What follows belongs to an exercise in optimizing a design on an open flow for small area; a production flow would make more cautious choices.
The RTL was checked by simulation tests, not by an equivalence proof against the original design.
Power and IR drop assume default switching activity.

### flow/run.sh
#!/bin/bash
# synth_recipe.tcl (not shown) runs the flow's synth.tcl, then flattens the netlist and writes it again
# the make line also repeats each setting of config.mk as NAME=value (left out here)
make -C /OpenROAD-flow-scripts/flow DESIGN_CONFIG=/design/flow/config.mk WORK_HOME=/design/flow/orfs CLKGATE_MAP_FILE= SYNTH_SCRIPT=/design/flow/synth_recipe.tcl finish
### flow/config.mk
export PLATFORM = sky130hd
export DESIGN_NAME = prefetcher_top
export DESIGN_NICKNAME = prefetcher_top
export VERILOG_FILES = /design/flow/design.v
export SDC_FILE = /design/flow/constraint.sdc
export NUM_CORES = 4
export LEC_CHECK = 0
export CAP_MARGIN = 20
export CORE_MARGIN = 2
export CORE_UTILIZATION = 40
export SLEW_MARGIN = 20
### flow/constraint.sdc
create_clock -name core_clock -period 6.0 [get_ports {clk}]
set_input_delay 1.2000 -clock core_clock [delete_from_list [all_inputs] [get_ports {clk}]]
set_output_delay 1.2000 -clock core_clock [all_outputs]
set_load 0.01 [all_outputs]
### flow/design.v
`timescale 1ns/10ps
package prefetch_pkg;
	localparam int WORD_W = 32;
	localparam int NUM_REGS = 16;
	localparam int REG_IDX_W = 4;
	typedef logic [WORD_W-1:0] word_t;
	typedef logic [REG_IDX_W-1:0] reg_idx_t;
	localparam reg_idx_t SP_REG = 4'd13;
	localparam reg_idx_t FP_REG = 4'd11;
	localparam reg_idx_t SL_REG = 4'd10;
	localparam word_t OFS_ROW_CNT = 32'd4;
	localparam word_t OFS_ROW_PTR = 32'd8;
	localparam word_t OFS_ARG = 32'd16;
	localparam word_t OFS_REMAIN = 32'd20;
	localparam word_t OFS_COLIDX = 32'd4;
	localparam word_t OFS_ROWPTR = 32'd8;
	localparam word_t OFS_LIMIT = 32'd16;
	typedef enum logic [3:0] {
		ST_IDLE = 4'd0,
		ST_SETUP = 4'd1,
		ST_ROW_START = 4'd2,
		ST_INNER = 4'd3,
		ST_ROW_END = 4'd4,
		ST_NEXT_ROW = 4'd5,
		ST_COUNT_DOWN = 4'd6,
		ST_DONE = 4'd7
	} slice_state_e;
	typedef logic [2:0] step_t;
endpackage
`timescale 1ns/10ps
`timescale 1ns/10ps
`timescale 1ns/10ps
`timescale 1ns/10ps
module prefetcher_top (
	input  logic                       clk,
	input  logic                       reset,
	input  logic                       trigger_i,
	input  logic                       wait_cache_i,
	input  logic                       wait_stbuf_i,
	input  logic                       cache_ready_i,
	input  logic                       stbuf_ready_i,
	input  prefetch_pkg::word_t        cache_data_i,
	input  prefetch_pkg::word_t        stbuf_data_i,
	output logic                       cache_req_o,
	output prefetch_pkg::word_t        cache_addr_o,
	output logic                       stbuf_req_o,
	output prefetch_pkg::word_t        stbuf_addr_o,
	output prefetch_pkg::word_t        wr_addr_o,
	output prefetch_pkg::word_t        wr_data_o,
	output prefetch_pkg::slice_state_e state_o
);
	logic [2:0]  state_q;
	logic [2:0]  step_q;
	logic [31:0] caddr_q, cdata_q, sdata_q, wdata_q;
	logic        creq_q, sreq_q;
	logic [1:0]  saddr_q, waddr_q;    
	logic [31:0] ra, rb, rc, rd;
	logic        ne_q;                
	logic stall, go;
	assign stall = wait_cache_i | wait_stbuf_i;
	assign go = ~stall;
	logic st_idle, su0, su1, su2, su3, su4, rs0, rs1, rs2;
	logic in0, in1, in2, in3, in4, in5, re0, re1, re2, nr0, nr1, cd0, cd1, st_done;
	always_comb begin
		st_idle = state_q == 3'd0;
		su0 = state_q == 3'd1 && step_q == 3'd0;
		su1 = state_q == 3'd1 && step_q == 3'd1;
		su2 = state_q == 3'd1 && step_q == 3'd2;
		su3 = state_q == 3'd1 && step_q == 3'd3;
		su4 = state_q == 3'd1 && step_q == 3'd4;
		rs0 = state_q == 3'd2 && step_q == 3'd0;
		rs1 = state_q == 3'd2 && step_q == 3'd1;
		rs2 = state_q == 3'd2 && step_q == 3'd2;
		in0 = state_q == 3'd3 && step_q == 3'd0;
		in1 = state_q == 3'd3 && step_q == 3'd1;
		in2 = state_q == 3'd3 && step_q == 3'd2;
		in3 = state_q == 3'd3 && step_q == 3'd3;
		in4 = state_q == 3'd3 && step_q == 3'd4;
		in5 = state_q == 3'd3 && step_q == 3'd5;
		re0 = state_q == 3'd4 && step_q == 3'd0;
		re1 = state_q == 3'd4 && step_q == 3'd1;
		re2 = state_q == 3'd4 && step_q == 3'd2;
		nr0 = state_q == 3'd5 && step_q == 3'd0;
		nr1 = state_q == 3'd5 && step_q == 3'd1;
		cd0 = state_q == 3'd6 && step_q == 3'd0;
		cd1 = state_q == 3'd6 && step_q == 3'd1;
		st_done = state_q == 3'd7;
	end
	logic        cmp;
	logic [31:0] x, y, sum;
	logic        cin, cout;
	assign cmp = in5 | re2 | nr1;
	assign x = ({32{rs0 | rs1}} & rd)
		| ({32{in1 | su3 | cd0}} & ra)
		| ({32{in3 | in5 | re2 | nr0}} & rb)
		| ({32{in4 | nr1}} & rc)
		| ({32{re1 | cd1}} & sdata_q);
	assign y = ({32{rs0 | rs1 | in1}} & {rb[29:0], 2'b00})
		| ({32{cmp}} & ~cdata_q)
		| ({32{cd0}} & ~wdata_q)
		| {{29{cd1}}, nr0 | cd1, rs1 | cd1, rs1 | cd1};
	assign cin = rs1 | in3 | re1 | cmp | cd0;
	logic [31:0] hp, gg, pp;
	always_comb begin
		hp = x ^ y;
		gg = x & y;
		pp = hp;
		gg[0] = gg[0] | (hp[0] & cin);
		for (int l = 0; l < 5; l++)
			for (int i = 0; i < 32; i++)
				if ((i + 1) % (2 << l) == 0) begin
					gg[i] = gg[i] | (pp[i] & gg[i - (1 << l)]);
					pp[i] = pp[i] & pp[i - (1 << l)];
				end
		for (int l = 3; l >= 0; l--)
			for (int i = 0; i < 32; i++)
				if ((i + 1) % (2 << l) == (1 << l) && i >= (2 << l)) begin
					gg[i] = gg[i] | (pp[i] & gg[i - (1 << l)]);
					pp[i] = pp[i] & pp[i - (1 << l)];
				end
	end
	assign sum = hp ^ {gg[30:0], cin};
	assign cout = gg[31];
	logic [31:0] cinc;
	logic [29:0] ic;
	logic [31:0] pa;
	always_comb begin
		pa = {3'b000, cdata_q[31:3]};
		for (int l = 0; l < 5; l++)
			for (int i = 0; i < 32; i++)
				if ((i + 1) % (2 << l) == 0)
					pa[i] = pa[i] & pa[i - (1 << l)];
		for (int l = 3; l >= 0; l--)
			for (int i = 0; i < 32; i++)
				if ((i + 1) % (2 << l) == (1 << l) && i >= (2 << l))
					pa[i] = pa[i] & pa[i - (1 << l)];
		ic[0] = re1;
		for (int i = 0; i < 29; i++) ic[i + 1] = re1 & pa[i];
	end
	assign cinc = {cdata_q[31:3] ^ ic[28:0], cdata_q[2:0]};
	logic        cld;
	logic [31:0] cla;
	assign cld = su0 | su1 | su2 | su3 | rs0 | rs1 | in1 | in2 | in3 | in4 | re0 | re1 | nr0;
	assign cla = ({32{su1 | su2 | re1}} & cinc)
		| ({32{rs0 | in1 | in4 | nr0}} & sum)
		| ({32{in2}} & {cdata_q[29:0], 2'b10})
		| {27'd0, in3 | su0 | re0, su3 | su0 | re0, rs1 | su0 | re0, 1'b0, su0 | re0};
	logic       sld;
	logic [1:0] sla;
	assign sld = re0 | nr0 | cd0;
	assign sla = {nr0 | cd0, re0 | cd0};
	logic cissue, sissue;
	assign cissue = cld & go;
	assign sissue = sld & go;
	always_ff @(posedge clk) begin
		if (reset) begin
			creq_q <= 1'b0;
			caddr_q <= '0;
			cdata_q <= '0;
		end else if (wait_cache_i) begin
			creq_q <= 1'b0;
			if (cache_ready_i) cdata_q <= cache_data_i;
		end else if (cissue) begin
			creq_q <= 1'b1;
			caddr_q <= cla;
		end
	end
	always_ff @(posedge clk) begin
		if (reset) begin
			sreq_q <= 1'b0;
			saddr_q <= '0;
			sdata_q <= '0;
		end else if (wait_stbuf_i) begin
			sreq_q <= 1'b0;
			if (stbuf_ready_i) sdata_q <= stbuf_data_i;
		end else if (sissue) begin
			sreq_q <= 1'b1;
			saddr_q <= sla;
		end
	end
	logic [2:0] state_d, step_d;
	always_comb begin
		state_d = state_q;
		step_d = step_q + 3'd1;
		if (st_idle) begin
			step_d = 3'd0;
			if (trigger_i) state_d = 3'd1;
		end
		if (su4 | nr1 | re2 | in5 | cd1) step_d = 3'd0;
		if (su4) state_d = 3'd2;
		if (rs2) begin
			state_d = 3'd3;
			step_d = 3'd1;
		end
		if (in5 & cout) state_d = 3'd4;
		if (re2) state_d = cout ? 3'd6 : 3'd5;
		if (nr1) state_d = cout ? 3'd2 : 3'd6;
		if (cd1) state_d = ne_q ? 3'd1 : 3'd7;
		if (st_done) step_d = step_q;
	end
	logic        wen;
	logic [31:0] wd;
	logic [1:0]  wa;
	assign wen = su2 | su3 | re2 | nr1 | cd1;
	assign wd = ({32{su3 | cd1}} & sum) | ({32{re2}} & rb) | ({32{nr1}} & sdata_q);
	assign wa = {su3 | nr1 | cd1, su2 | re2 | cd1};
	always_ff @(posedge clk) begin
		if (reset) begin
			state_q <= 3'd0;
			step_q <= 3'd0;
			waddr_q <= 2'd0;
			wdata_q <= '0;
		end else if (go) begin
			state_q <= state_d;
			step_q <= step_d;
			if (wen) begin
				waddr_q <= wa;
				wdata_q <= wd;
			end
		end
	end
	always_ff @(posedge clk) begin
		if (go) begin
			if (su2 | rs2 | re2) ra <= cdata_q;
			if (su3 | rs1 | nr1 | in3 | re1)
				rb <= ({32{su3 | rs1 | nr1}} & cdata_q) | ({32{in3 | re1}} & sum);
			if (rs1 | in4 | (in5 & ~cout))
				rc <= ({32{rs1}} & sum) | ({32{in4}} & cdata_q) | ({32{in5}} & caddr_q);
			if (su4) rd <= cdata_q;
			if (cd0) ne_q <= |sum;
		end
	end
	assign cache_req_o = creq_q;
	assign cache_addr_o = caddr_q;
	assign stbuf_req_o = sreq_q;
	assign stbuf_addr_o = {26'd0, saddr_q == 2'd3, saddr_q == 2'd1 || saddr_q == 2'd2, 1'b0, saddr_q == 2'd2, 1'b0, saddr_q != 2'd0};
	assign wr_addr_o = {26'd0, waddr_q == 2'd3, waddr_q == 2'd1 || waddr_q == 2'd2, 1'b0, waddr_q == 2'd2, 1'b0, waddr_q != 2'd0};
	assign wr_data_o = wdata_q;
	assign state_o = prefetch_pkg::slice_state_e'({1'b0, state_q});
endmodule
==> flow_metrics.env, run 1 <==
export IMPL_worst_path_dominant_cell_family="compound AO/OA/AOI/OAI gates"
export IMPL_clock_tree_htree_level_count=1
export IMPL_synth_main_ff_cell="sky130_fd_sc_hd__dfxtp_1"
export IMPL_grt_first_pass_wirelength_um=82300
export IMPL_numClockSinks=269
export IMPL_wl_um=55100
export IMPL_maxSlewViolCount=0
export IMPL_synth_enable_flop_cells=129
export IMPL_die_w_um=196
export IMPL_avgViaCountPerCell=6.07
export IMPL_synth_top_area_frac=0.262
export IMPL_detailedRoute_firstPassIterationCount=6
export IMPL_dp_final_hpwl_um=36900
export IMPL_worstSkewPairLatency_ps=570
export IMPL_port_buffer_count=147
export IMPL_max_clock_path_buffers=3
export IMPL_grt_setup_unrepaired="false"
export IMPL_yosys_area_top_type="sky130_fd_sc_hd__edfxtp_1"
export IMPL_cts_buffers=30
export IMPL_netlist_cell_type_count=65
export IMPL_clockRootBuffer="sky130_fd_sc_hd__clkbuf_16"
export IMPL_track_usage=0.280
export IMPL_hold_ws_ps=482
export IMPL_critPathBufInv=2
export IMPL_final_nets=1865
export IMPL_max_freq_mhz=176
export IMPL_postSynthAreaPerCell_um2=9.09
export IMPL_post_layout_total_power_uw=4130
export IMPL_antenna_violating_nets_post_route=0
export IMPL_gpl_final_weighted_congestion=0.903
export IMPL_drv_cap=0
export IMPL_die_ht_um=196
export IMPL_total_vias_in_the_final_route=13528
export IMPL_reg2reg_from="step_q[1]"
export IMPL_hold_depth=2
export IMPL_yosys_register_bits=269
export IMPL_clock_slew_seen_by_the_registers_of_the_worst_setup_and_hold_paths_ps=60
export IMPL_coreArea_um2=36500
export IMPL_timing_reg2reg_worst_path_depth=21
export IMPL_syn_instance_count=1628
export IMPL_hold_start="sdata_q[21]"
export IMPL_outcome="timing/DRC/antenna clean"
export IMPL_drc_errors=0
export IMPL_fin_setup_tns_ps=0
export IMPL_arrival_time_of_data_at_the_critical_path_endpoint_ps=5960
export IMPL_grt_ovfl_total=0
export IMPL_worst_stage_delay_on_the_critical_path_ps=670
export IMPL_wl_per_cell_um=24.7
export IMPL_ys_top_cells_by_area="sky130_fd_sc_hd__edfxtp_1 26%, sky130_fd_sc_hd__dfxtp_1 19%, sky130_fd_sc_hd__nand2_1 6.9%"
export IMPL_final_setup_violation_count=0
export IMPL_synth_seq_area_share=0.451
export IMPL_max_slew_margin_rel=0.173
export IMPL_initialDrtViolationCount=1921
export IMPL_timing_critical_path_cells="inv_1, ha_1, and3b_1, and2_1, or2_2, buf_4, a222oi_1, nand3_1, ha_1, a21oi_1, a21boi_2, o41a_1, a21o_1, a21oi_4, o31a_1, o21bai_1, a21o_1, fa_1, or4b_2, nor4_2, nand4_1"
export IMPL_syn_area_um2=14800
export IMPL_power_leakage_uw=0.00626
export IMPL_num_fill_cells=3431
export IMPL_rrSetupSlack_ps=330
export IMPL_worst_hold_path_endpoint="sdata_q[21]"
export IMPL_number_of_antenna_violations_at_the_first_check_in_global_routing=0
export IMPL_yosysWarningCount=1
export IMPL_cp_required_ps=6290
export IMPL_crit_path_launch_type="flip-flop"
export IMPL_min_period_over_period=0.945
export IMPL_min_delay_path_class="reg -> reg"
export IMPL_timing_hold_violations_final=0
export IMPL_grt_max_degree=52
export IMPL_die_area_um2=38500
export IMPL_endpoint_kind_of_the_worst_setup_timing_path="flip-flop"
export IMPL_cts_tree="done"
export IMPL_area_growth_synth_to_finish_pct=20.0
export IMPL_n_antenna_cell=0
export IMPL_power_density_nw_per_um2=233
export IMPL_std_cell_rows=70
export IMPL_floorplan_initialDensity=0.405
export IMPL_synthArstFlopShare=0
export IMPL_fin_worst_skew_ps=21.3
export IMPL_worst_ir_drop_vdd_mv=0.214
export IMPL_critical_path_peak_fanout=16
export IMPL_num_io_pins=205
export IMPL_crit_path_top_delay_cell="sky130_fd_sc_hd__or4b_2"
export IMPL_layout_drive_gt1_share=0.0921
export IMPL_first_global_vias=13070
export IMPL_final_min_clock_period_ps=5670
export IMPL_crit_reg2reg_capture="ne_q"
export IMPL_setup_cp_type="reg -> reg"
export IMPL_max_slew_worst_pin_slew_ps=1240
[area by class of cell]
type	instances	area, µm²	share of cell area
Multi-Input combinational cell	1172	7280	0.410
Sequential cell	269	6680	0.376
Timing Repair Buffer	219	2010	0.113
Clock buffer	46	935	0.0526
Tap cell	468	586	0.0330
Inverter	43	161	0.00909
Clock inverter	10	110	0.00620
[worst max path at each step]
stage	endpoint	startpoint	cells after the start	slack, ps
4_1_cts	ne_q	step_q[0]	22	2
6_report	ne_q	step_q[1]	21	330
3_3_place_gp	ne_q	step_q[0]	22	190
5_1_grt	ne_q	step_q[0]	21	8
2_1_floorplan	ne_q	step_q[1]	24	30
3_5_place_dp	ne_q	step_q[0]	22	60
[flip-flops by register name, summed over array words and instances, names as in the netlist]
register  flops
rb           32
wdata_q      32
sdata_q      32
state_q       3
rd           32
cdata_q      32
step_q        3
waddr_q       2
saddr_q       2
caddr_q      32
ne_q          1
creq_q        1
ra           32
rc           32
sreq_q        1
[routing by layer]
layer	vias to the layer above	GRT usage	wire length, µm
li1	6076	-	-
met1	6535	0.380	22800
met2	782	0.454	25300
met3	135	0.0457	5080
met4	0	0.0951	1910
met5	-	0	0
[cell usage after synthesis, drive strengths merged (3+ instances only)]
library cell,number
a211oi,51
a21o,10
a21oi,136
a221o,10
a221oi,30
a222oi,48
a22o,9
a22oi,43
a311oi,3
a31oi,5
and2,7
and3,5
and4,4
buf,101
clkbuf,99
dfxtp,140
edfxtp,129
fa,17
ha,42
inv,43
nand2,271
nand2b,5
nand3,37
nand4,17
nor2,132
nor2b,8
nor3,14
nor4,5
o211ai,10
o21ai,84
o21bai,3
o221ai,30
or2,4
xnor2,23
xor2,24
[per-stage QoR]
| stage | area (µm²) | utilization | setup WS, ps | std cells |
|---|---|---|---|---|
| after floorplan | 15000 | - | 34.1 | 1684 |
| after global placement | 16700 | 0.456 | 192 | 2170 |
| after detailed placement | 16700 | 0.456 | 55.5 | 2170 |
| after CTS | 17700 | 0.485 | 1.56 | 2226 |
| after global routing | 17800 | 0.486 | 8.04 | 2227 |
| final | 17800 | 0.486 | 327 | 2227 |
[timing repair]
| action | in CTS | in global routing |
|---|---|---|
| endpoints found under the setup margin | 0 | 9 |
| endpoints found under the hold margin | 0 | 0 |
| gates resized for setup | 0 | 12 |
| setup buffers | 0 | 1 |
| hold buffers | 0 | 0 |
[cell families (layout without fill, tap and decap cells)]
group,after synthesis,after routing,synth area share
xor gates and xnor gates,47,47,0.0278
other,1,57,0.000253
AOI/OAI and AO/OA,491,491,0.230
adders and majority gates,59,59,0.0585
buffers and inverters,243,318,0.0798
and+or+nand+nor,518,518,0.153
DFF,269,269,0.451
[where the power goes]
part | leakage [µW] | total (µW) | switching [µW] | internal, µW
sequential | 0.00232 | 1990 | 49.4 | 1940
clock | 0.000505 | 1930 | 773 | 1160
combinational | 0.00344 | 213 | 122 | 91.0
[worst reg2reg max path: stages, from the launching register on]
cell and delay (ps):
sky130_fd_sc_hd__dfxtp_2 360, sky130_fd_sc_hd__inv_1 60, sky130_fd_sc_hd__ha_1 210, sky130_fd_sc_hd__and3b_1 210, sky130_fd_sc_hd__and2_1 180, sky130_fd_sc_hd__or2_2 330, sky130_fd_sc_hd__buf_4 220, sky130_fd_sc_hd__a222oi_1 280
sky130_fd_sc_hd__nand3_1 170, sky130_fd_sc_hd__ha_1 340, sky130_fd_sc_hd__a21oi_1 190, sky130_fd_sc_hd__a21boi_2 100, sky130_fd_sc_hd__o41a_1 360, sky130_fd_sc_hd__a21o_1 260, sky130_fd_sc_hd__a21oi_4 210, sky130_fd_sc_hd__o31a_1 190
sky130_fd_sc_hd__o21bai_1 80, sky130_fd_sc_hd__a21o_1 200, sky130_fd_sc_hd__fa_1 480, sky130_fd_sc_hd__or4b_2 670, sky130_fd_sc_hd__nor4_2 160, sky130_fd_sc_hd__nand4_1 130
[cells in the final DEF (no fill, tap or decap), types with 24 or more instances in the layout]
cell type / instances
sky130_fd_sc_hd__edfxtp_1: 129
sky130_fd_sc_hd__clkdlybuf4s50_1: 146
sky130_fd_sc_hd__o221ai_1: 30
sky130_fd_sc_hd__a21oi_1: 134
sky130_fd_sc_hd__dfxtp_1: 139
sky130_fd_sc_hd__ha_1: 41
sky130_fd_sc_hd__xor2_1: 24
sky130_fd_sc_hd__inv_1: 43
sky130_fd_sc_hd__nand3_1: 35
sky130_fd_sc_hd__a22oi_1: 43
sky130_fd_sc_hd__a211oi_1: 50
sky130_fd_sc_hd__buf_4: 73
sky130_fd_sc_hd__conb_1: 57
sky130_fd_sc_hd__a221oi_1: 30
sky130_fd_sc_hd__a222oi_1: 48
sky130_fd_sc_hd__o21ai_0: 83
sky130_fd_sc_hd__clkbuf_16: 33
sky130_fd_sc_hd__nor2_1: 127
sky130_fd_sc_hd__nand2_1: 269
==> inputs of run 2 (changes only) <==
--- a/flow/design.v
+++ b/flow/design.v
@@ -125,15 +125,5 @@
 	logic [29:0] ic;
-	logic [31:0] pa;
-	always_comb begin
-		pa = {3'b000, cdata_q[31:3]};
-		for (int l = 0; l < 5; l++)
-			for (int i = 0; i < 32; i++)
-				if ((i + 1) % (2 << l) == 0)
-					pa[i] = pa[i] & pa[i - (1 << l)];
-		for (int l = 3; l >= 0; l--)
-			for (int i = 0; i < 32; i++)
-				if ((i + 1) % (2 << l) == (1 << l) && i >= (2 << l))
-					pa[i] = pa[i] & pa[i - (1 << l)];
+	always_comb begin
 		ic[0] = re1;
-		for (int i = 0; i < 29; i++) ic[i + 1] = re1 & pa[i];
+		for (int i = 0; i < 29; i++) ic[i + 1] = ic[i] & cdata_q[i + 3];
 	end
==> flow/flow/run.sh (new file) <==
#!/bin/bash
# Own layout flow: the standard ORFS flow (standard synthesis, floorplan,
# power grid and tap cells unchanged) with smaller helper cells:
#  - port buffers use sky130_fd_sc_hd__buf_1 instead of clkdlybuf4s50_1,
#  - clock tree synthesis uses small clock buffers and no dummy loads,
#  - the synthesized netlist's single tie cell is kept (no per-load tie copies).
# Every tool's full output goes to flow.log in the work folder (ORFS's own
# per-step logs stay under orfs/logs).
set -euo pipefail
cd "$(dirname "$0")/.."
export BUFFER_PORTS_ARGS="-buffer_cell sky130_fd_sc_hd__buf_1"
export CTS_ARGS="-sink_clustering_enable -repair_clock_nets -dont_use_dummy_load -buf_list sky130_fd_sc_hd__clkbuf_8"
export SKIP_REPAIR_TIE_FANOUT=1
bash standard.sh finish > flow.log 2>&1
==> flow/standard.sh (new file) <==
#!/bin/bash
# synth_recipe.tcl (not shown) runs the flow's synth.tcl, then flattens the netlist and writes it again
# the make line also repeats each setting of config.mk as NAME=value (left out here)
make -C /OpenROAD-flow-scripts/flow DESIGN_CONFIG=/design/flow/config.mk WORK_HOME=/design/flow/orfs CLKGATE_MAP_FILE= SYNTH_SCRIPT=/design/flow/synth_recipe.tcl "${@:-finish}"
removed: flow/run.sh
==> flow_metrics.env, run 2 <==
export IMPL_power_leakage_uw=0.00573
export IMPL_worst_ir_drop_vdd_mv=0.200
export IMPL_setup_cp_type="reg -> reg"
export IMPL_area_growth_synth_to_finish_pct=14.3
export IMPL_outcome="timing/DRC/antenna clean"
export IMPL_yosysWarningCount=1
export IMPL_post_placement_cell_area_um2=15600
export IMPL_fin_cells=2114
export IMPL_layout_drive_gt1_share=0.128
export IMPL_floorplan_initialDensity=0.408
export IMPL_initialDrtViolationCount=1883
export IMPL_syn_instance_count=1545
export IMPL_worst_path_dominant_cell_family="adder cells"
export IMPL_critical_path_peak_fanout=2
export IMPL_port_buffer_count=147
export IMPL_synthMostInstantiatedCell="sky130_fd_sc_hd__nand2_1"
export IMPL_max_slew_margin_rel=0.201
export IMPL_track_usage=0.280
export IMPL_cp_required_ps=6490
export IMPL_grt_setup_unrepaired="true"
export IMPL_dp_final_hpwl_um=35600
export IMPL_synth_top_family_by_area="compound AO/OA/AOI/OAI gates"
export IMPL_clockRootBuffer="sky130_fd_sc_hd__clkbuf_8"
export IMPL_avgViaCountPerCell=6.25
export IMPL_wl_per_cell_um=25.3
export IMPL_coreArea_um2=35700
export IMPL_synthTopCellsByCount="240 x sky130_fd_sc_hd__nand2_1, 140 x sky130_fd_sc_hd__dfxtp_1, 129 x sky130_fd_sc_hd__edfxtp_1, 128 x sky130_fd_sc_hd__a21oi_1, 117 x sky130_fd_sc_hd__o21ai_0"
export IMPL_synth_top_area_frac=0.266
export IMPL_die_area_um2=37900
export IMPL_worstSkewPairLatency_ps=630
export IMPL_rrSetupSlack_ps=70
export IMPL_clock_slew_seen_by_the_registers_of_the_worst_setup_and_hold_paths_ps=60
export IMPL_routed_wl_met2_um=24500
export IMPL_std_cell_rows=69
export IMPL_power_frac_comb=0.073
export IMPL_grt_max_degree=92
export IMPL_drc_errors=0
export IMPL_die_ht_um=195
export IMPL_layout_cells_most_common_list="237 x sky130_fd_sc_hd__nand2_1, 146 x sky130_fd_sc_hd__buf_1, 139 x sky130_fd_sc_hd__dfxtp_1"
export IMPL_reg2reg_from="step_q[1]"
export IMPL_numClockSinks=269
export IMPL_crit_path_launch_type="flip-flop"
export IMPL_critPathBufInv=1
export IMPL_post_synth_and_or_nand_nor_area_fraction=0.123
export IMPL_gpl_final_weighted_congestion=0.877
export IMPL_wl_um=53500
export IMPL_post_synth_mux_area_share=0.000688
export IMPL_maxSlewViolCount=0
export IMPL_antenna_violating_nets_post_route=0
export IMPL_clock_tree_htree_level_count=2
export IMPL_synth_adder_area_share=0.0827
export IMPL_wl_met1_um=22100
export IMPL_num_fill_cells=3476
export IMPL_synthArstFlopShare=0
export IMPL_final_nets=1812
export IMPL_n_antenna_cell=0
export IMPL_crit_path_top_delay_cell="sky130_fd_sc_hd__dfxtp_2"
export IMPL_fin_worst_skew_ps=51.5
export IMPL_yosys_register_bits=269
export IMPL_cts_tree="done"
export IMPL_yosys_area_top_type="sky130_fd_sc_hd__edfxtp_1"
export IMPL_syn_area_um2=14500
export IMPL_max_freq_mhz=169
export IMPL_worst_stage_delay_on_the_critical_path_ps=330
export IMPL_p_clk_frac=0.383
export IMPL_number_of_antenna_violations_at_the_first_check_in_global_routing=0
export IMPL_synth_compound_area_share=0.244
export IMPL_synth_seq_area_share=0.459
export IMPL_final_common_cell="sky130_fd_sc_hd__nand2_1"
export IMPL_grt_first_pass_wirelength_um=80600
export IMPL_drv_cap=0
export IMPL_synth_main_ff_cell="sky130_fd_sc_hd__dfxtp_1"
export IMPL_final_setup_violation_count=0
export IMPL_total_vias_in_the_final_route=13212
export IMPL_final_min_clock_period_ps=5930
export IMPL_max_clock_path_buffers=3
export IMPL_switching_share=0.258
export IMPL_postSynthAreaPerCell_um2=9.42
export IMPL_power_sequential_fraction=0.544
export IMPL_yosys_area_share_xor_xnor=0.0175
export IMPL_first_global_vias=12939
export IMPL_synth_enable_flop_cells=129
export IMPL_grt_ovfl_total=0
export IMPL_min_delay_path_class="reg -> reg"
export IMPL_timing_hold_violations_final=0
export IMPL_num_io_pins=205
export IMPL_min_period_over_period=0.988
export IMPL_arrival_time_of_data_at_the_critical_path_endpoint_ps=6420
export IMPL_cts_hold_repair_buffers=0
export IMPL_p_sw_uw=946
export IMPL_fin_setup_tns_ps=0
export IMPL_cp_startpoint="step_q[1]"
export IMPL_detailedRoute_firstPassIterationCount=6
export IMPL_int_pwr_uw=2720
export IMPL_critical_path_top_cell_by_count="sky130_fd_sc_hd__ha_4"
export IMPL_endpoint_kind_of_the_worst_setup_timing_path="flip-flop"
export IMPL_netlist_cell_type_count=70
export IMPL_numPlacedInstances=2065
export IMPL_max_slew_worst_pin_slew_ps=1200
export IMPL_ys_top_cells_by_area="sky130_fd_sc_hd__edfxtp_1 27%, sky130_fd_sc_hd__dfxtp_1 19%, sky130_fd_sc_hd__nand2_1 6.2%"
export IMPL_hold_start="sdata_q[5]"
export IMPL_cts_buffers=47
export IMPL_met3RoutedLength_um=4870
export IMPL_finalInstanceArea_um2=16600
export IMPL_power_density_nw_per_um2=221
export IMPL_die_w_um=195
export IMPL_route_top_layer_used="met4"
run 2: cell count changes in the layout (fill, tap and decap cells not counted), moves of 18 or more:
cell | before | now
sky130_fd_sc_hd__o21ai_0 | 83 | 117
sky130_fd_sc_hd__nand2_1 | 269 | 237
sky130_fd_sc_hd__o221ai_1 | 30 | 1
sky130_fd_sc_hd__ha_4 | 0 | 28
sky130_fd_sc_hd__clkdlybuf4s50_1 | 146 | 0
sky130_fd_sc_hd__clkbuf_16 | 33 | 0
sky130_fd_sc_hd__nor2_1 | 127 | 109
sky130_fd_sc_hd__clkbuf_8 | 6 | 47
sky130_fd_sc_hd__a222oi_1 | 48 | 73
sky130_fd_sc_hd__conb_1 | 57 | 1
sky130_fd_sc_hd__buf_1 | 0 | 146
run 2: kinds of logic (layout without fill, tap and decap cells):
family                     count (synthesis)  count (layout)
and+or+nand+nor                          428             428
adders and majority gates                 86              86
DFF                                      269             269
buffers and inverters                    211             319
muxes                                      1               1
AOI/OAI and AO/OA                        520             520
xor gates and xnor gates                  29              29
other                                      1               1
run 2: cell type report:
cell class | instances | area [µm²] | share of cell area
clock buffers | 47 | 647 | 0.0389
well taps | 461 | 577 | 0.0347
flip-flops and latches | 269 | 6680 | 0.402
repair buffers | 234 | 1250 | 0.0750
multi-input cells | 1065 | 7340 | 0.441
inverters | 38 | 143 | 0.00858
run 2: tightest hold or removal path: cells and delay by family, from the launching register on:
family	cells	cell delay [ps]
AO/OA/AOI/OAI	1	50
AND/OR/NAND/NOR	1	60
flip-flops	1	320
run 2: worst paths after layout:
kind	end	cells past startpoint
max reg2reg	caddr_q[31]	36
min reg2reg	sdata_q[5]	2
min	sdata_q[5]	2
max	caddr_q[31]	36
run 2: stage by stage:
step                worst slack (ps)  utilization  hold slack (ps)  power (µW)
global route                    -133        0.466              511        3800
global placement                -250        0.438              476        2280
CTS                             8.94        0.464              488        3690
finish                          69.2        0.466              483        3670
detailed placement              -274        0.438              474        2290
floorplan                       3.10            -              448        2200
run 2: metal layers:
| metal | vias to the layer above | track usage |
|---|---|---|
| met1 | 6433 | 0.372 |
| li1 | 5922 | - |
| met2 | 731 | 0.445 |
| met3 | 126 | 0.0562 |
| met4 | 0 | 0.123 |
| met5 | - | 0 |
run 2: power groups by stage:
stage / logic, µW / clock network [µW] / registers (µW)
after floorplan: 184 / 0 / 2010
after detailed placement: 262 / 0 / 2030
after global placement: 258 / 0 / 2030
after global routing: 296 / 1500 / 2000
after CTS: 265 / 1430 / 1990
final: 268 / 1410 / 1990
run 2: repair_timing:
action / 4_1_cts / 5_1_grt
gates cloned: 0 / 0
pin swaps: 4 / 3
endpoints found under the setup margin: 4 / 28
resized for setup: 33 / 11
buffers inserted: 2 / 0
==> inputs of run 3 (changes only) <==
--- a/flow/design.v
+++ b/flow/design.v
@@ -101,3 +101,3 @@
 		| {{29{cd1}}, nr0 | cd1, rs1 | cd1, rs1 | cd1};
-	assign cin = rs1 | in3 | re1 | cmp | cd0;
+	assign cin = rs1 | in3 | re1 | cmp;
 	logic [31:0] hp, gg, pp;
@@ -125,5 +125,15 @@
 	logic [29:0] ic;
-	always_comb begin
+	logic [31:0] pa;
+	always_comb begin
+		pa = {3'b000, cdata_q[31:3]};
+		for (int l = 0; l < 5; l++)
+			for (int i = 0; i < 32; i++)
+				if ((i + 1) % (2 << l) == 0)
+					pa[i] = pa[i] & pa[i - (1 << l)];
+		for (int l = 3; l >= 0; l--)
+			for (int i = 0; i < 32; i++)
+				if ((i + 1) % (2 << l) == (1 << l) && i >= (2 << l))
+					pa[i] = pa[i] & pa[i - (1 << l)];
 		ic[0] = re1;
-		for (int i = 0; i < 29; i++) ic[i + 1] = ic[i] & cdata_q[i + 3];
+		for (int i = 0; i < 29; i++) ic[i + 1] = re1 & pa[i];
 	end
@@ -219,3 +229,3 @@
 			if (su4) rd <= cdata_q;
-			if (cd0) ne_q <= |sum;
+			if (cd0) ne_q <= ~&hp;    
 		end
==> flow_metrics.env, run 3 <==
export IMPL_post_synth_and_or_nand_nor_area_fraction=0.145
export IMPL_max_slew_worst_pin_slew_ps=1080
export IMPL_yosys_area_top_type="sky130_fd_sc_hd__edfxtp_1"
export IMPL_grt_setup_unrepaired="false"
export IMPL_timing_final_ws_setup_ps=315
export IMPL_num_io_pins=205
export IMPL_die_ht_um=197
export IMPL_worst_ir_drop_vdd_mv=0.148
export IMPL_synthMostInstantiatedCell="sky130_fd_sc_hd__nand2_1"
export IMPL_cts_hold_repair_buffers=0
export IMPL_yosys_register_bits=269
export IMPL_cp_startpoint="state_q[0]"
export IMPL_n_antenna_cell=0
export IMPL_cp_required_ps=6500
export IMPL_layout_cells_most_common_list="259 x sky130_fd_sc_hd__nand2_1, 146 x sky130_fd_sc_hd__buf_1, 138 x sky130_fd_sc_hd__dfxtp_1"
export IMPL_endpoint_kind_of_the_worst_setup_timing_path="flip-flop"
export IMPL_crit_path_top_delay_cell="sky130_fd_sc_hd__dfxtp_1"
export IMPL_synth_adder_area_share=0.0596
export IMPL_yosysWarningCount=1
export IMPL_timing_hold_violations_final=0
export IMPL_worst_stage_delay_on_the_critical_path_ps=650
export IMPL_die_w_um=197
export IMPL_synth_enable_flop_cells=129
export IMPL_cts_buffers=47
export IMPL_maxSlewViolCount=0
export IMPL_post_synth_mux_area_share=0.00209
export IMPL_reg2reg_from="state_q[0]"
export IMPL_floorplan_initialDensity=0.407
export IMPL_port_buffer_count=147
export IMPL_grt_first_pass_wirelength_um=80500
export IMPL_final_setup_violation_count=0
export IMPL_final_common_cell="sky130_fd_sc_hd__nand2_1"
export IMPL_max_clock_path_buffers=3
export IMPL_area_growth_synth_to_finish_pct=8.69
export IMPL_syn_area_um2=14900
export IMPL_wl_per_cell_um=25.1
export IMPL_die_area_um2=38900
export IMPL_numClockSinks=269
export IMPL_grt_ovfl_total=0
export IMPL_power_density_nw_per_um2=219
export IMPL_coreArea_um2=36700
export IMPL_ys_top_cells_by_area="sky130_fd_sc_hd__edfxtp_1 26%, sky130_fd_sc_hd__dfxtp_1 19%, sky130_fd_sc_hd__nand2_1 6.6%"
export IMPL_critical_path_peak_fanout=18
export IMPL_power_leakage_uw=0.00549
export IMPL_hold_start="sdata_q[19]"
export IMPL_synthTopCellsByCount="261 x sky130_fd_sc_hd__nand2_1, 140 x sky130_fd_sc_hd__dfxtp_1, 129 x sky130_fd_sc_hd__a21oi_1, 129 x sky130_fd_sc_hd__edfxtp_1, 129 x sky130_fd_sc_hd__nor2_1"
export IMPL_number_of_antenna_violations_at_the_first_check_in_global_routing=0
export IMPL_worstSkewPairLatency_ps=590
export IMPL_track_usage=0.273
export IMPL_timing_reg2reg_worst_path_depth=20
export IMPL_dp_final_hpwl_um=35400
export IMPL_arrival_time_of_data_at_the_critical_path_endpoint_ps=6180
export IMPL_dp_slack_ps=40.3
export IMPL_final_nets=1801
export IMPL_final_min_clock_period_ps=5680
export IMPL_fin_setup_tns_ps=0
export IMPL_max_slew_margin_rel=0.277
export IMPL_std_cell_rows=70
export IMPL_netlist_cell_type_count=79
export IMPL_clock_slew_seen_by_the_registers_of_the_worst_setup_and_hold_paths_ps=70
export IMPL_drv_cap=0
export IMPL_detailedRoute_firstPassIterationCount=6
export IMPL_avgViaCountPerCell=6.29
export IMPL_synth_compound_area_share=0.237
export IMPL_max_freq_mhz=176
export IMPL_clockRootBuffer="sky130_fd_sc_hd__clkbuf_8"
export IMPL_hold_depth=2
export IMPL_first_global_vias=13036
export IMPL_outcome="timing/DRC/antenna clean"
export IMPL_synth_main_ff_cell="sky130_fd_sc_hd__dfxtp_1"
export IMPL_fin_worst_skew_ps=39.2
export IMPL_min_delay_path_class="reg -> reg"
export IMPL_wl_um=53600
export IMPL_synth_top_family_by_area="compound AO/OA/AOI/OAI gates"
export IMPL_postCtsSetupBuffers=0
export IMPL_timing_critical_path_cells="inv_2, nand2_1, nor3_1, o21a_1, buf_4, a222oi_1, nand3_1, ha_1, nand4_1, nor4_1, o31ai_2, nand3_1, a31oi_2, nor2b_1, o21a_1, nor2_1, fa_1, xnor2_1, a222oi_1, a211oi_1"
export IMPL_gpl_final_weighted_congestion=0.940
export IMPL_initialDrtViolationCount=1746
export IMPL_drc_errors=0
export IMPL_setup_cp_type="reg -> reg"
export IMPL_min_period_over_period=0.947
export IMPL_synth_seq_area_share=0.447
export IMPL_clock_tree_htree_level_count=2
export IMPL_synthArstFlopShare=0
export IMPL_layout_drive_gt1_share=0.0948
export IMPL_antenna_violating_nets_post_route=0
export IMPL_synth_top_area_frac=0.259
export IMPL_grt_max_degree=58
export IMPL_crit_path_launch_type="flip-flop"
export IMPL_cts_tree="done"
export IMPL_syn_instance_count=1616
export IMPL_yosys_area_share_xor_xnor=0.0235
export IMPL_postSynthAreaPerCell_um2=9.24
export IMPL_total_vias_in_the_final_route=13433
## run 3: cell count changes in the layout (fill, tap and decap cells not counted), moves of 14 or more
cell / previous run / this run
sky130_fd_sc_hd__o21ai_0: 117 / 50
sky130_fd_sc_hd__inv_1: 37 / 60
sky130_fd_sc_hd__nor2_1: 109 / 124
sky130_fd_sc_hd__nand2_1: 237 / 259
sky130_fd_sc_hd__o221ai_1: 1 / 32
sky130_fd_sc_hd__ha_4: 28 / 0
sky130_fd_sc_hd__buf_4: 84 / 53
sky130_fd_sc_hd__a222oi_1: 73 / 59
sky130_fd_sc_hd__a22oi_1: 52 / 37
## run 3: area by class of cell
| cell class | count | area, µm² |
|---|---|---|
| tap | 468 | 586 |
| timing repair buffer | 201 | 973 |
| fill | 3600 | 20500 |
| clock buffer | 47 | 647 |
| multi-input combinational | 1088 | 7110 |
| inverter | 62 | 236 |
| sequential | 269 | 6680 |
## run 3: cell families after synthesis
family | after synthesis
buffers and inverters | 259
AO/OA/AOI/OAI | 489
XOR/XNOR | 40
adder cells (fa/ha/maj) | 61
multiplexers | 3
other | 1
AND/OR/NAND/NOR | 494
flip-flops | 269
## run 3: routing by layer
metal	wire, µm	global-route usage
met2	24800	0.443
met5	0	0
met4	1700	0.106
met1	22300	0.361
met3	4770	0.0517
## run 3: stage by stage
stage / power (µW) / area, µm² / util / cells / hold slack [ps]
floorplan: 2150 / 14900 / - / 1616 / 420
global placement: 2190 / 15500 / 0.424 / 2088 / 475
detailed placement: 2200 / 15500 / 0.424 / 2088 / 480
CTS: 3580 / 16200 / 0.441 / 2135 / 488
global route: 3670 / 16200 / 0.442 / 2135 / 512
finish: 3560 / 16200 / 0.442 / 2135 / 482
## run 3: power by group
part	switching [µW]	internal [µW]	leakage [µW]	total [µW]
sequential	53.6	1940	0.00240	1990
combinational	113	50.5	0.00275	163
clock	709	689	0.000338	1400
## run 3: critical path, delay by kind of cell (launching register included)
family | cells | cell delay (ps)
adder cells (fa/ha/maj) | 2 | 810
XOR/XNOR | 1 | 430
AO/OA/AOI/OAI | 7 | 1580
AND/OR/NAND/NOR | 8 | 1680
flip-flops | 1 | 650
buffers and inverters | 2 | 450
## run 3: timing repair
| item | 4_1_cts | 5_1_grt |
|---|---|---|
| gates resized for setup | 1 | 9 |
| setup endpoints to repair | 1 | 13 |
| pin swaps | 0 | 0 |
## run 3: final timing paths
path	end	slack, ps
setup / recovery	wdata_q[29]	320
hold / removal	sdata_q[19]	480
setup reg to reg	wdata_q[29]	320
hold reg to reg	sdata_q[19]	480
==> inputs of run 4 (changes only) <==
--- a/flow/design.v
+++ b/flow/design.v
@@ -52,3 +52,3 @@
 	logic [2:0]  state_q;
-	logic [2:0]  step_q;
+	logic [5:0]  step_q;    
 	logic [31:0] caddr_q, cdata_q, sdata_q, wdata_q;
@@ -65,23 +65,23 @@
 		st_idle = state_q == 3'd0;
-		su0 = state_q == 3'd1 && step_q == 3'd0;
-		su1 = state_q == 3'd1 && step_q == 3'd1;
-		su2 = state_q == 3'd1 && step_q == 3'd2;
-		su3 = state_q == 3'd1 && step_q == 3'd3;
-		su4 = state_q == 3'd1 && step_q == 3'd4;
-		rs0 = state_q == 3'd2 && step_q == 3'd0;
-		rs1 = state_q == 3'd2 && step_q == 3'd1;
-		rs2 = state_q == 3'd2 && step_q == 3'd2;
-		in0 = state_q == 3'd3 && step_q == 3'd0;
-		in1 = state_q == 3'd3 && step_q == 3'd1;
-		in2 = state_q == 3'd3 && step_q == 3'd2;
-		in3 = state_q == 3'd3 && step_q == 3'd3;
-		in4 = state_q == 3'd3 && step_q == 3'd4;
-		in5 = state_q == 3'd3 && step_q == 3'd5;
-		re0 = state_q == 3'd4 && step_q == 3'd0;
-		re1 = state_q == 3'd4 && step_q == 3'd1;
-		re2 = state_q == 3'd4 && step_q == 3'd2;
-		nr0 = state_q == 3'd5 && step_q == 3'd0;
-		nr1 = state_q == 3'd5 && step_q == 3'd1;
-		cd0 = state_q == 3'd6 && step_q == 3'd0;
-		cd1 = state_q == 3'd6 && step_q == 3'd1;
+		su0 = state_q == 3'd1 && step_q[0];
+		su1 = state_q == 3'd1 && step_q[1];
+		su2 = state_q == 3'd1 && step_q[2];
+		su3 = state_q == 3'd1 && step_q[3];
+		su4 = state_q == 3'd1 && step_q[4];
+		rs0 = state_q == 3'd2 && step_q[0];
+		rs1 = state_q == 3'd2 && step_q[1];
+		rs2 = state_q == 3'd2 && step_q[2];
+		in0 = state_q == 3'd3 && step_q[0];
+		in1 = state_q == 3'd3 && step_q[1];
+		in2 = state_q == 3'd3 && step_q[2];
+		in3 = state_q == 3'd3 && step_q[3];
+		in4 = state_q == 3'd3 && step_q[4];
+		in5 = state_q == 3'd3 && step_q[5];
+		re0 = state_q == 3'd4 && step_q[0];
+		re1 = state_q == 3'd4 && step_q[1];
+		re2 = state_q == 3'd4 && step_q[2];
+		nr0 = state_q == 3'd5 && step_q[0];
+		nr1 = state_q == 3'd5 && step_q[1];
+		cd0 = state_q == 3'd6 && step_q[0];
+		cd1 = state_q == 3'd6 && step_q[1];
 		st_done = state_q == 3'd7;
@@ -180,11 +180,12 @@
 	end
-	logic [2:0] state_d, step_d;
+	logic [2:0] state_d;
+	logic [5:0] step_d;
 	always_comb begin
 		state_d = state_q;
-		step_d = step_q + 3'd1;
+		step_d = {step_q[4:0], 1'b0};
 		if (st_idle) begin
-			step_d = 3'd0;
+			step_d = 6'd1;
 			if (trigger_i) state_d = 3'd1;
 		end
-		if (su4 | nr1 | re2 | in5 | cd1) step_d = 3'd0;
+		if (su4 | nr1 | re2 | in5 | cd1) step_d = 6'd1;
 		if (su4) state_d = 3'd2;
@@ -192,3 +193,3 @@
 			state_d = 3'd3;
-			step_d = 3'd1;
+			step_d = 6'd2;
 		end
@@ -209,3 +210,3 @@
 			state_q <= 3'd0;
-			step_q <= 3'd0;
+			step_q <= 6'd1;
 			waddr_q <= 2'd0;
--- a/flow/flow/run.sh
+++ b/flow/flow/run.sh
@@ -11,3 +11,3 @@
 export BUFFER_PORTS_ARGS="-buffer_cell sky130_fd_sc_hd__buf_1"
-export CTS_ARGS="-sink_clustering_enable -repair_clock_nets -dont_use_dummy_load -buf_list sky130_fd_sc_hd__clkbuf_8"
+export CTS_ARGS="-sink_clustering_enable -repair_clock_nets -dont_use_dummy_load -buf_list sky130_fd_sc_hd__clkbuf_4"
 export SKIP_REPAIR_TIE_FANOUT=1
==> flow_metrics.env, run 4 <==
export IMPL_synth_compound_area_share=0.231
export IMPL_hold_depth=2
export IMPL_outcome="timing/DRC/antenna clean"
export IMPL_total_vias_in_the_final_route=13492
export IMPL_postSynthAreaPerCell_um2=8.96
export IMPL_endpoint_kind_of_the_worst_setup_timing_path="flip-flop"
export IMPL_setup_cp_type="reg -> reg"
export IMPL_synth_top_family_by_area="compound AO/OA/AOI/OAI gates"
export IMPL_synth_adder_area_share=0.0558
export IMPL_grt_first_pass_wirelength_um=82500
export IMPL_cp_required_ps=6630
export IMPL_ys_top_cells_by_area="sky130_fd_sc_hd__edfxtp_1 26%, sky130_fd_sc_hd__dfxtp_1 19%, sky130_fd_sc_hd__nand2_1 7.6%"
export IMPL_timing_hold_violations_final=0
export IMPL_power_density_nw_per_um2=216
export IMPL_synth_seq_area_share=0.454
export IMPL_die_w_um=197
export IMPL_synth_enable_flop_cells=129
export IMPL_detailedRoute_firstPassIterationCount=7
export IMPL_synth_main_ff_cell="sky130_fd_sc_hd__dfxtp_1"
export IMPL_cts_buffers=76
export IMPL_synthMostInstantiatedCell="sky130_fd_sc_hd__nand2_1"
export IMPL_max_slew_margin_rel=0.200
export IMPL_grt_met3_usage=0.0664
export IMPL_yosysWarningCount=1
export IMPL_grt_max_degree=66
export IMPL_postCtsSetupBuffers=0
export IMPL_cts_repair_resized=0
export IMPL_final_setup_violation_count=0
export IMPL_final_min_clock_period_ps=5580
export IMPL_dp_final_hpwl_um=35200
export IMPL_worstSkewPairLatency_ps=780
export IMPL_antenna_violating_nets_post_route=0
export IMPL_port_buffer_count=147
export IMPL_critical_path_top_cell_by_count="sky130_fd_sc_hd__fa_1"
export IMPL_timing_critical_path_cells="nor2b_1, and3_1, buf_4, nor2_2, o21ai_0, inv_1, fa_1, fa_1, nand3b_1, a21oi_1, o31ai_1, and3_1, o21ai_0, a21o_1, a21oi_1, fa_1, xnor2_1, a222oi_1, a211oi_1"
export IMPL_cts_hold_repair_buffers=0
export IMPL_coreArea_um2=36600
export IMPL_min_period_over_period=0.930
export IMPL_num_io_pins=205
export IMPL_synth_top_area_frac=0.261
export IMPL_power_leakage_uw=0.00564
export IMPL_yosys_area_top_type="sky130_fd_sc_hd__edfxtp_1"
export IMPL_fin_setup_tns_ps=0
export IMPL_number_of_antenna_violations_at_the_first_check_in_global_routing=1
export IMPL_final_common_cell="sky130_fd_sc_hd__nand2_1"
export IMPL_area_growth_synth_to_finish_pct=7.75
export IMPL_crit_path_launch_type="flip-flop"
export IMPL_grtUsageMet2=0.453
export IMPL_global_routing_met1_resource_utilization=0.368
export IMPL_post_layout_total_power_uw=3450
export IMPL_first_global_vias=13558
export IMPL_final_nets=1850
export IMPL_critical_path_peak_fanout=35
export IMPL_syn_instance_count=1656
export IMPL_layout_drive_gt1_share=0.0825
export IMPL_yosys_register_bits=272
export IMPL_synthArstFlopShare=0
export IMPL_synthTopCellsByCount="299 x sky130_fd_sc_hd__nand2_1, 143 x sky130_fd_sc_hd__dfxtp_1, 137 x sky130_fd_sc_hd__a21oi_1, 129 x sky130_fd_sc_hd__edfxtp_1, 121 x sky130_fd_sc_hd__o21ai_0"
export IMPL_max_slew_worst_pin_slew_ps=1200
export IMPL_clockRootBuffer="sky130_fd_sc_hd__clkbuf_4"
export IMPL_fin_worst_skew_ps=61.4
export IMPL_top_usage_layer="met2"
export IMPL_die_ht_um=197
export IMPL_wl_um=54200
export IMPL_share_of_the_core_filled_with_cells=0.437
export IMPL_track_usage=0.282
export IMPL_layout_cells_most_common_list="296 x sky130_fd_sc_hd__nand2_1, 146 x sky130_fd_sc_hd__buf_1, 143 x sky130_fd_sc_hd__dfxtp_1"
export IMPL_maxSlewViolCount=0
export IMPL_worst_ir_drop_vdd_mv=0.101
export IMPL_initialDrtViolationCount=1591
export IMPL_drv_cap=0
export IMPL_wl_per_cell_um=24.7
export IMPL_floorplan_initialDensity=0.405
export IMPL_max_clock_path_buffers=3
export IMPL_numClockSinks=272
export IMPL_post_synth_and_or_nand_nor_area_fraction=0.152
export IMPL_netlist_cell_type_count=63
export IMPL_grt_setup_unrepaired="false"
export IMPL_timing_reg2reg_worst_path_depth=19
export IMPL_min_delay_path_class="reg -> reg"
export IMPL_die_area_um2=38700
export IMPL_avgViaCountPerCell=6.15
export IMPL_arrival_time_of_data_at_the_critical_path_endpoint_ps=6210
export IMPL_clock_slew_seen_by_the_registers_of_the_worst_setup_and_hold_paths_ps=60
export IMPL_crit_path_top_delay_cell="sky130_fd_sc_hd__fa_1"
export IMPL_grt_ovfl_total=0
export IMPL_gpl_final_weighted_congestion=0.929
export IMPL_worst_stage_delay_on_the_critical_path_ps=490
export IMPL_cts_tree="done"
export IMPL_yosys_area_share_xor_xnor=0.0254
export IMPL_clock_tree_htree_level_count=3
export IMPL_syn_area_um2=14800
export IMPL_drc_errors=0
export IMPL_post_synth_mux_area_share=0.00346
export IMPL_max_freq_mhz=179
export IMPL_std_cell_rows=70
export IMPL_num_fill_cells=3646
## run 4: cell type report
cell class / count / area, µm² / area share
flip-flops and latches: 272 / 6740 / 0.421
repair buffers: 191 / 906 / 0.0567
diodes: 4 / 10.0 / 0.000626
multi-input cells: 1141 / 7030 / 0.439
well taps: 468 / 586 / 0.0366
clock buffers: 76 / 571 / 0.0357
inverters: 41 / 154 / 0.00963
## run 4: cells by family after synthesis
logic type | count (synthesis)
AND/OR/NAND/NOR | 525
XOR/XNOR | 43
multiplexers | 5
buffers and inverters | 243
flip-flops | 272
other | 1
AO/OA/AOI/OAI | 511
adder cells (fa/ha/maj) | 56
## run 4: power by group
group,switching [µW],internal [µW],total [µW]
clock,725,573,1300
sequential,50.1,1960,2010
combinational,102,43.9,146
total,878,2570,3450
## run 4: layer usage
metal / routed length (µm) / up-vias
met5: 0 / -
met4: 2000 / 0
met3: 5110 / 149
met2: 24900 / 763
met1: 22200 / 6460
li1: - / 6120
## run 4: critical path, delay by kind of cell (launching register included)
kind | cells | cell delay (ps)
buffers and inverters | 2 | 580
adder cells (fa/ha/maj) | 3 | 1380
AO/OA/AOI/OAI | 8 | 1740
flip-flops | 1 | 330
XOR/XNOR | 1 | 370
AND/OR/NAND/NOR | 5 | 1070
## run 4: per-stage QoR
stage / instance area (µm²) / hold slack [ps] / std cells / setup WS [ps]
floorplan: 14800 / 420 / 1656 / 949
global placement: 15400 / 478 / 2112 / 623
detailed placement: 15400 / 482 / 2112 / 501
CTS: 15900 / 491 / 2188 / 433
global route: 16000 / 503 / 2191 / 0.745
finish: 16000 / 489 / 2193 / 421
## run 4: path summary, 6_finish.rpt
kind | from | end | slack, ps
hold reg to reg | sdata_q[24] | sdata_q[24] | 490
setup / recovery | state_q[2] | wdata_q[31] | 420
setup reg to reg | state_q[2] | wdata_q[31] | 420
hold / removal | sdata_q[24] | sdata_q[24] | 490
==> inputs of run 5 (changes only) <==
--- a/flow/flow/run.sh
+++ b/flow/flow/run.sh
@@ -11,3 +11,3 @@
 export BUFFER_PORTS_ARGS="-buffer_cell sky130_fd_sc_hd__buf_1"
-export CTS_ARGS="-sink_clustering_enable -repair_clock_nets -dont_use_dummy_load -buf_list sky130_fd_sc_hd__clkbuf_4"
+export CTS_ARGS="-sink_clustering_enable -repair_clock_nets -dont_use_dummy_load -buf_list sky130_fd_sc_hd__clkbuf_8 -sink_clustering_size 16 -sink_clustering_max_diameter 80"
 export SKIP_REPAIR_TIE_FANOUT=1
==> flow_metrics.env, run 5 <==
export IMPL_outcome="timing/DRC/antenna clean"
export IMPL_clockRootBuffer="sky130_fd_sc_hd__clkbuf_8"
export IMPL_yosys_area_top_type="sky130_fd_sc_hd__edfxtp_1"
export IMPL_layout_drive_gt1_share=0.0528
export IMPL_cts_buffers=22
export IMPL_power_density_nw_per_um2=197
export IMPL_worstSkewPairLatency_ps=590
export IMPL_final_nets=1796
export IMPL_antenna_violating_nets_post_route=0
export IMPL_critical_path_peak_fanout=10
export IMPL_numClockSinks=272
export IMPL_netlist_cell_type_count=63
export IMPL_grt_first_pass_wirelength_um=81300
export IMPL_clock_tree_htree_level_count=1
export IMPL_crit_path_launch_type="flip-flop"
export IMPL_synth_top_area_frac=0.261
export IMPL_worst_ir_drop_vdd_mv=0.125
export IMPL_dp_final_hpwl_um=35200
export IMPL_gpl_final_weighted_congestion=0.929
export IMPL_arrival_time_of_data_at_the_critical_path_endpoint_ps=5920
export IMPL_drc_errors=0
export IMPL_port_buffer_count=147
export IMPL_drv_cap=0
export IMPL_std_cell_rows=70
export IMPL_power_leakage_uw=0.00545
export IMPL_post_layout_total_power_uw=3100
export IMPL_initialDrtViolationCount=1627
export IMPL_numPlacedInstances=2112
export IMPL_clock_slew_seen_by_the_registers_of_the_worst_setup_and_hold_paths_ps=100
export IMPL_grt_ovfl_total=0
export IMPL_coreArea_um2=36600
export IMPL_timing_hold_violations_final=0
export IMPL_first_global_vias=13126
export IMPL_synth_enable_flop_cells=129
export IMPL_syn_instance_count=1656
export IMPL_track_usage=0.276
export IMPL_floorplan_initialDensity=0.405
export IMPL_final_common_cell="sky130_fd_sc_hd__nand2_1"
export IMPL_die_area_um2=38700
export IMPL_total_vias_in_the_final_route=13254
export IMPL_syn_area_um2=14800
export IMPL_timing_critical_path_cells="and3b_1, nand2_1, nand2b_1, a21o_2, a221o_1, inv_1, fa_1, fa_1, nand3b_1, a21oi_1, o31ai_1, and3_1, o21ai_1, a21o_1, a21oi_1, fa_1, xnor2_1, a222oi_1, a211oi_1"
export IMPL_setup_cp_type="reg -> reg"
export IMPL_max_freq_mhz=184
export IMPL_critical_path_top_cell_by_count="sky130_fd_sc_hd__fa_1"
export IMPL_timing_final_ws_setup_ps=571
export IMPL_die_w_um=197
export IMPL_grt_max_degree=66
export IMPL_cp_required_ps=6500
export IMPL_num_fill_cells=3655
export IMPL_dp_slack_ps=501
export IMPL_min_delay_path_class="reg -> reg"
export IMPL_yosysWarningCount=1
export IMPL_cts_tree="done"
export IMPL_n_antenna_cell=0
export IMPL_synth_main_ff_cell="sky130_fd_sc_hd__dfxtp_1"
export IMPL_layout_cells_most_common_list="296 x sky130_fd_sc_hd__nand2_1, 146 x sky130_fd_sc_hd__buf_1, 143 x sky130_fd_sc_hd__dfxtp_1"
export IMPL_min_period_over_period=0.905
export IMPL_area_growth_synth_to_finish_pct=5.90
export IMPL_synthTopCellsByCount="299 x sky130_fd_sc_hd__nand2_1, 143 x sky130_fd_sc_hd__dfxtp_1, 137 x sky130_fd_sc_hd__a21oi_1, 129 x sky130_fd_sc_hd__edfxtp_1, 121 x sky130_fd_sc_hd__o21ai_0"
export IMPL_detailedRoute_firstPassIterationCount=6
export IMPL_synthMostInstantiatedCell="sky130_fd_sc_hd__nand2_1"
export IMPL_synth_seq_area_share=0.454
export IMPL_max_clock_path_buffers=3
export IMPL_maxSlewViolCount=0
export IMPL_final_min_clock_period_ps=5430
export IMPL_postSynthAreaPerCell_um2=8.96
export IMPL_final_setup_violation_count=0
export IMPL_postCtsSetupBuffers=0
export IMPL_max_slew_worst_pin_slew_ps=1230
export IMPL_number_of_antenna_violations_at_the_first_check_in_global_routing=0
export IMPL_synthArstFlopShare=0
export IMPL_yosys_register_bits=272
export IMPL_num_io_pins=205
export IMPL_fin_worst_skew_ps=55.1
export IMPL_max_slew_margin_rel=0.181
export IMPL_wl_per_cell_um=25.2
export IMPL_ys_top_cells_by_area="sky130_fd_sc_hd__edfxtp_1 26%, sky130_fd_sc_hd__dfxtp_1 19%, sky130_fd_sc_hd__nand2_1 7.6%"
export IMPL_fin_cells=2135
export IMPL_fin_setup_tns_ps=0
export IMPL_wl_um=53700
export IMPL_crit_path_top_delay_cell="sky130_fd_sc_hd__dfxtp_1"
export IMPL_die_ht_um=197
export IMPL_share_of_the_core_filled_with_cells=0.429
export IMPL_avgViaCountPerCell=6.21
export IMPL_grt_setup_unrepaired="false"
export IMPL_worst_stage_delay_on_the_critical_path_ps=500
export IMPL_endpoint_kind_of_the_worst_setup_timing_path="flip-flop"
-- run 5: cell counts after synthesis --
Identical to the previous run, type by type.
-- run 5: layout make-up --
type | instances | area (µm²) | area share
clock buffers | 22 | 303 | 0.0193
flip-flops and latches | 272 | 6740 | 0.429
repair buffers | 191 | 910 | 0.0579
multi-input cells | 1141 | 7030 | 0.447
inverters | 41 | 154 | 0.00979
well taps | 468 | 586 | 0.0373
-- run 5: worst max-delay path, delay by kind of cell, from the launching register on --
kind                       cells  cell delay (ps)
AOI/OAI and AO/OA              9             1830
DFF                            1              500
and+or+nand+nor                5             1240
xor gates and xnor gates       1              370
adders and majority gates      3             1340
buffers and inverters          1               60
-- run 5: cell families (layout without fill, tap and decap cells) --
logic type / after synthesis / after routing / synth area share
other: 1 / 1 / 0.000253
AOI/OAI and AO/OA: 511 / 511 / 0.231
buffers and inverters: 243 / 254 / 0.0778
and+or+nand+nor: 525 / 525 / 0.152
muxes: 5 / 5 / 0.00346
adders and majority gates: 56 / 56 / 0.0558
DFF: 272 / 272 / 0.454
xor gates and xnor gates: 43 / 43 / 0.0254
-- run 5: timing repair --
action	4_1_cts	5_1_grt
resized for setup	0	4
endpoints found under the setup margin	0	3
hold buffers	0	0
-- run 5: per-layer routing --
metal / global-route usage / vias to the layer above / wire length (µm)
met5: 0.00128 / - / 0
met4: 0.0891 / 0 / 1780
met3: 0.0477 / 109 / 4770
met2: 0.452 / 749 / 24900
met1: 0.371 / 6411 / 22300
li1: - / 5985 / -
-- run 5: report_power, final --
| group | switching [µW] | leakage [µW] | internal (µW) |
|---|---|---|---|
| registers | 50.1 | 0.00245 | 1950 |
| logic | 102 | 0.00284 | 43.9 |
| clock network | 619 | 0.000158 | 329 |
-- run 5: path summary, 6_finish.rpt --
| check | from | end | slack, ps | cells after the start |
|---|---|---|---|---|
| max | state_q[0] | wdata_q[31] | 570 | 19 |
| min | sdata_q[24] | sdata_q[24] | 500 | 2 |
| max reg2reg | state_q[0] | wdata_q[31] | 570 | 19 |
| min reg2reg | sdata_q[24] | sdata_q[24] | 500 | 2 |
-- run 5: through the flow --
stage	cell area [µm²]	hold WS (ps)
2_1_floorplan	14800	420
3_5_place_dp	15400	482
5_1_grt	15700	509
6_report	15700	496
4_1_cts	15700	496
3_3_place_gp	15400	478
==> inputs of run 6 (changes only) <==
--- a/flow/flow/run.sh
+++ b/flow/flow/run.sh
@@ -11,3 +11,3 @@
 export BUFFER_PORTS_ARGS="-buffer_cell sky130_fd_sc_hd__buf_1"
-export CTS_ARGS="-sink_clustering_enable -repair_clock_nets -dont_use_dummy_load -buf_list sky130_fd_sc_hd__clkbuf_8 -sink_clustering_size 16 -sink_clustering_max_diameter 80"
+export CTS_ARGS="-sink_clustering_enable -repair_clock_nets -dont_use_dummy_load -buf_list sky130_fd_sc_hd__clkbuf_4"
 export SKIP_REPAIR_TIE_FANOUT=1
--- a/flow/config.mk
+++ b/flow/config.mk
@@ -7,5 +7,5 @@
 export LEC_CHECK = 0
-export CAP_MARGIN = 20
+export CAP_MARGIN = 10
 export CORE_MARGIN = 2
-export CORE_UTILIZATION = 40
-export SLEW_MARGIN = 20
+export CORE_UTILIZATION = 65
+export SLEW_MARGIN = 10
==> flow_metrics.env, run 6 <==
export IMPL_floorplan_initialDensity=0.659
export IMPL_avgViaCountPerCell=7.00
export IMPL_netlist_cell_type_count=63
export IMPL_share_of_the_core_filled_with_cells=0.695
export IMPL_num_fill_cells=1891
export IMPL_synth_main_ff_cell="sky130_fd_sc_hd__dfxtp_1"
export IMPL_crit_cells=19
export IMPL_max_slew_margin_rel=0.119
export IMPL_clock_tree_htree_level_count=3
export IMPL_layout_drive_gt1_share=0.0755
export IMPL_worstSkewPairLatency_ps=700
export IMPL_total_vias_in_the_final_route=13967
export IMPL_fin_worst_skew_ps=74.6
export IMPL_rrSetupSlack_ps=190
export IMPL_yosysWarningCount=1
export IMPL_gpl_final_weighted_congestion=0.994
export IMPL_drc_errors=0
export IMPL_area_occupied_by_multi_input_gates_um2=7030
export IMPL_yosys_register_bits=272
export IMPL_grt_setup_unrepaired="true"
export IMPL_final_common_cell="sky130_fd_sc_hd__nand2_1"
export IMPL_min_delay_path_class="reg -> reg"
export IMPL_power_leakage_uw=0.00557
export IMPL_setup_cp_type="reg -> reg"
export IMPL_clock_slew_seen_by_the_registers_of_the_worst_setup_and_hold_paths_ps=70
export IMPL_hold_ws_ps=481
export IMPL_dp_slack_ps=212
export IMPL_worst_path_dominant_cell_family="simple AND/OR/NAND/NOR gates"
export IMPL_synthMostInstantiatedCell="sky130_fd_sc_hd__nand2_1"
export IMPL_wl_per_cell_um=24.9
export IMPL_hold_depth=2
export IMPL_maxSlewViolCount=0
export IMPL_worst_ir_drop_vdd_mv=0.170
export IMPL_postSynthAreaPerCell_um2=8.96
export IMPL_crit_path_launch_type="flip-flop"
export IMPL_critical_path_peak_fanout=31
export IMPL_fin_setup_tns_ps=0
export IMPL_cts_hold_repair_buffers=0
export IMPL_synthArstFlopShare=0
export IMPL_syn_instance_count=1656
export IMPL_track_usage=0.409
export IMPL_crit_reg2reg_capture="wdata_q[31]"
export IMPL_timing_critical_path_cells="buf_4, nor2b_1, and3_1, or2_2, buf_4, a222oi_1, nand3_1, ha_1, nand4_1, nor4_2, o31ai_1, and3_1, o21ai_1, a21o_1, a21oi_1, fa_1, xnor2_1, a222oi_1, a211oi_1"
export IMPL_grt_ovfl_total=0
export IMPL_coreArea_um2=22500
export IMPL_endpoint_kind_of_the_worst_setup_timing_path="flip-flop"
export IMPL_clockRootBuffer="sky130_fd_sc_hd__clkbuf_4"
export IMPL_ys_top_cells_by_area="sky130_fd_sc_hd__edfxtp_1 26%, sky130_fd_sc_hd__dfxtp_1 19%, sky130_fd_sc_hd__nand2_1 7.6%"
export IMPL_reg2reg_from="state_q[1]"
export IMPL_min_period_over_period=0.968
export IMPL_first_global_vias=13484
export IMPL_antenna_violating_nets_post_route=0
export IMPL_worst_hold_path_endpoint="sdata_q[2]"
export IMPL_cts_buffers=72
export IMPL_max_freq_mhz=172
export IMPL_num_io_pins=205
export IMPL_layout_cells_most_common_list="298 x sky130_fd_sc_hd__nand2_1, 146 x sky130_fd_sc_hd__buf_1, 143 x sky130_fd_sc_hd__dfxtp_1"
export IMPL_timing_hold_violations_final=0
export IMPL_die_w_um=155
export IMPL_outcome="timing/DRC/antenna clean"
export IMPL_die_ht_um=155
export IMPL_synth_seq_area_share=0.454
export IMPL_detailedRoute_firstPassIterationCount=9
export IMPL_grt_max_degree=66
export IMPL_area_growth_synth_to_finish_pct=5.42
export IMPL_yosys_area_top_type="sky130_fd_sc_hd__edfxtp_1"
export IMPL_synth_enable_flop_cells=129
export IMPL_dp_final_hpwl_um=30800
export IMPL_timing_final_ws_setup_ps=190
export IMPL_critPathBufInv=2
[run 6: metal layers]
metal	up-vias	wire, µm	global-route usage
met5	-	0	0
met4	0	2620	0.205
met3	245	6630	0.115
met2	1123	22000	0.641
met1	6506	18400	0.524
li1	6093	-	-
[run 6: how the worst max path moves through the flow]
stage	from	to	slack (ps)
4_1_cts	state_q[1]	wdata_q[31]	200
3_3_place_gp	state_q[1]	wdata_q[31]	470
5_1_grt	state_q[1]	wdata_q[31]	-120
2_1_floorplan	state_q[0]	wdata_q[23]	950
6_report	state_q[1]	wdata_q[31]	190
3_5_place_dp	state_q[1]	wdata_q[31]	210
[run 6: final cells by class]
| type | count | share of cell area |
|---|---|---|
| clock buffer | 72 | 0.0346 |
| inverter | 41 | 0.00984 |
| multi-input combinational | 1141 | 0.450 |
| timing repair buffer | 182 | 0.0523 |
| sequential | 272 | 0.431 |
| antenna | 1 | 0.000160 |
| tap | 285 | 0.0228 |
[run 6: repair_timing]
action                     CTS  global route
setup endpoints to repair    0            11
resized for setup            0             5
setup buffers                0             0
[run 6: worst register-to-register path: stages (launching register included)]
cell,delay [ps]
sky130_fd_sc_hd__dfxtp_1,330
sky130_fd_sc_hd__buf_4,280
sky130_fd_sc_hd__nor2b_1,130
sky130_fd_sc_hd__and3_1,340
sky130_fd_sc_hd__or2_2,360
sky130_fd_sc_hd__buf_4,300
sky130_fd_sc_hd__a222oi_1,420
sky130_fd_sc_hd__nand3_1,180
sky130_fd_sc_hd__ha_1,360
sky130_fd_sc_hd__nand4_1,190
sky130_fd_sc_hd__nor4_2,480
sky130_fd_sc_hd__o31ai_1,200
sky130_fd_sc_hd__and3_1,300
sky130_fd_sc_hd__o21ai_1,250
sky130_fd_sc_hd__a21o_1,160
sky130_fd_sc_hd__a21oi_1,90
sky130_fd_sc_hd__fa_1,440
sky130_fd_sc_hd__xnor2_1,430
sky130_fd_sc_hd__a222oi_1,180
sky130_fd_sc_hd__a211oi_1,300
[run 6: stage by stage]
| stage | area (µm²) | power (µW) | cells |
|---|---|---|---|
| CTS | 15600 | 3390 | 1993 |
| floorplan | 14800 | 2150 | 1656 |
| global route | 15600 | 3480 | 1994 |
| finish | 15600 | 3390 | 1994 |
| global placement | 15100 | 2180 | 1921 |
| detailed placement | 15100 | 2180 | 1921 |
[run 6: logic make-up (layout without fill, tap and decap cells)]
family	Yosys count	in the layout	share of synthesized area
AND/OR/NAND/NOR	525	525	0.152
flip-flops	272	272	0.454
XOR/XNOR	43	43	0.0254
adder cells (fa/ha/maj)	56	56	0.0558
buffers and inverters	243	295	0.0778
multiplexers	5	5	0.00346
AO/OA/AOI/OAI	511	511	0.231
other	1	2	0.000253
[run 6: power breakdown]
group          total, µW  switching [µW]  internal, µW
Clock               1240             697           545
Sequential          2010            49.8          1960
Combinational        142            98.6          43.3
Total               3390             845          2550

Check on run 6: ideal ports give 0.190 ns setup slack; a clkbuf_16 on the clock port and buf_2 on the inputs give 0.190 ns; moving port delays by the midpoint clock arrival (0.711 ns) as well gives 0.190 ns.
